Background: an optimization exercise with open tools, aiming at small area and few clock cycles per item. Do not read the settings as production practice. The RTL was checked by simulation tests, not by an equivalence proof against the original design.

run Y:
==> flow/design.v (excerpt) <==
module dct8_column_fixed_point
(
    input  logic                aclk,
    input  logic                aresetn,
    input  logic                s_valid,
    output logic                s_ready,
    input  logic signed [15:0]  s_sample_0,
    input  logic signed [15:0]  s_sample_1,
    input  logic signed [15:0]  s_sample_2,
    input  logic signed [15:0]  s_sample_3,
    input  logic signed [15:0]  s_sample_4,
    input  logic signed [15:0]  s_sample_5,
    input  logic signed [15:0]  s_sample_6,
    input  logic signed [15:0]  s_sample_7,
    output logic                m_valid,
    input  logic                m_ready,
    output logic signed [18:0]  m_coef_0,
    output logic signed [17:0]  m_coef_1,
    output logic signed [17:0]  m_coef_2,
    output logic signed [17:0]  m_coef_3,
    output logic signed [18:0]  m_coef_4,
    output logic signed [17:0]  m_coef_5,
    output logic signed [17:0]  m_coef_6,
    output logic signed [17:0]  m_coef_7
);
make LEC_CHECK=0 CAP_MARGIN=20 CORE_MARGIN=2 CORE_UTILIZATION=66 CTS_CLUSTER_DIAMETER=110 CTS_CLUSTER_SIZE=28 SLEW_MARGIN=20 SYNTH_HIERARCHICAL=1 finish   # period 7.5 ns
run.sh (not shown) runs the stock make flow with config.mk's settings and CLKGATE_MAP_FILE= SYNTH_SCRIPT=/design/flow/synth_recipe.tcl, a recipe that flattens the netlist after the stock synthesis.
Testbench counts of run Y, summed over its fixed seeds: cycles 32,016, columns 32,000.
The following lists how run X was set up differently from run Y:
Settings: ABC_CLOCK_PERIOD_IN_PS: unset -> 10000; CORE_UTILIZATION: 66 -> 60.
## What came out
Detailed placement HPWL in run X is 330 µm higher than in run Y. Diff run X..run Y | total area of multi-input combinational cells | negligible. Run Y → run X: non-clock buffer count fell by 3.4%; placed cell area ~0 delta; number of global-route vias before repair shows a reduction of 0.39%. Run X vs run Y — routability-driven placement congestion ratio dropped by a few percent. Of run X and run Y, it is run X that has the higher final hold slack. Run X vs. run Y: count of clock-buffer cells in the layout went up by 2. The growth of design area from synthesis to finish in run X was higher than what run Y gave. Compared to run Y, run X has critical path depth in cells 3 lower.


Starting RTL as in the previous note.
==> flow/config.mk <==
export PLATFORM = sky130hd
export DESIGN_NAME = dct8_column_fixed_point
export DESIGN_NICKNAME = dct8_column_fixed_point
export VERILOG_FILES = /design/flow/design.v
export SDC_FILE = /design/flow/constraint.sdc
export NUM_CORES = 4
export LEC_CHECK = 0
export ABC_CLOCK_PERIOD_IN_PS = 6000
export CAP_MARGIN = 20
export CORE_MARGIN = 2
export CORE_UTILIZATION = 60
export CTS_CLUSTER_DIAMETER = 110
export CTS_CLUSTER_SIZE = 28
export SLEW_MARGIN = 20
export SYNTH_HIERARCHICAL = 1
==> flow/constraint.sdc <==
create_clock -name core_clock -period 7.5 [get_ports {aclk}]
set_input_delay 1.5000 -clock core_clock [delete_from_list [all_inputs] [get_ports {aclk}]]
set_output_delay 1.5000 -clock core_clock [all_outputs]
set_load 0.01 [all_outputs]
The baseline completed with no timing, DRC or antenna violations.
Testbench counts at the start, summed over its fixed seeds: cycles 32,016, columns 32,000.
Change:
Settings changed: ABC_CLOCK_PERIOD_IN_PS 6000 to default.
Effect:
- The changed run completed with no timing, DRC or antenna violations
- routed wire length is unchanged
- global-route usage does not change
- final area does not change
- register-to-register slack barely changes
- sequential share of layout area stays the same
- clock-buffer cell count is unchanged
- clock skew does not change
- critical path depth is unchanged
- via count stays the same


Setup of indigo:
dct8_column_fixed_point, a different RTL version from the one above (not shown whole).
Size in the first run: about 3,700 cells after synthesis, about 280 flip-flops, about 0.047 mm2 of cells after synthesis.
Settings: LEC_CHECK=0, CAP_MARGIN=20, CORE_MARGIN=2, CORE_UTILIZATION=60, CTS_CLUSTER_DIAMETER=100, CTS_CLUSTER_SIZE=24, SLEW_MARGIN=20, SYNTH_HIERARCHICAL=1; clock period 7.5 ns.
Testbench counts of indigo, summed over its fixed seeds: cycles 32,016, columns 32,000.
Input-level comparison between cedar and indigo:
- a deleted CTS_CLUSTER_DIAMETER that had been 100
- a change of CTS_CLUSTER_SIZE from 24 to 30
- an added CTS_BUF_LIST of sky130_fd_sc_hd__clkbuf_8
--- outcome ---
- Between cedar and indigo, the difference in global routing usage on met2 is negligible.
- Delta (cedar minus indigo): share of synthesized cell area in and, or, nand and nor gates was more or less identical, via count went up by 289.
- Higher met2 wire length was reported by cedar, not indigo.
- [compare] base=indigo new=cedar: clock insertion delay at the later pin of the skew report rose by 0.09 ns; maximum fanout encountered on the critical timing path higher; footprint of the multi-input gates flat.
- Comparing cedar and indigo, setup slack after layout is higher on indigo.
- The clock skew was comparable across cedar and indigo.

-- separate check: timing with driven ports --
No port has a modelled driver above. Below, the same layouts with a new extraction and two added sets of constraints. Step 1: set_driving_cell puts a clkbuf_16 on aclk and a buf_2 on each other input, an assumption about the parent block. Step 2 adds t to the input delays and takes it off the output delays; t is the mean of the earliest and latest rising clock arrival at the registers after step 1. Input paths then give back, and output paths get back, about the clock's delay inside the block. Slacks: ideal ports / drivers / drivers and shift; pairs: ideal ports / drivers.
run	t, ns	setup slack, ns	worst setup path after step 2
run Y	0.589	0.161 / 0.098 / -0.176	input to register
run X	0.605	0.065 / 0.004 / -0.098	input to register
the first run of note 2	0.605	0.065 / 0.004 / -0.098	input to register
the second run of note 2	0.605	0.065 / 0.004 / -0.098	input to register
indigo	0.621	0.172 / 0.106 / 0.088	input to register
cedar	0.714	0.142 / 0.076 / 0.073	input to register
Met with ideal ports but missed after step 2: setup timing in run Y, run X, the first run of note 2 and the second run of note 2. For run Y, which loses most, drivers alone change the setup slack by -0.063 ns; drivers and shift together by -0.337 ns.
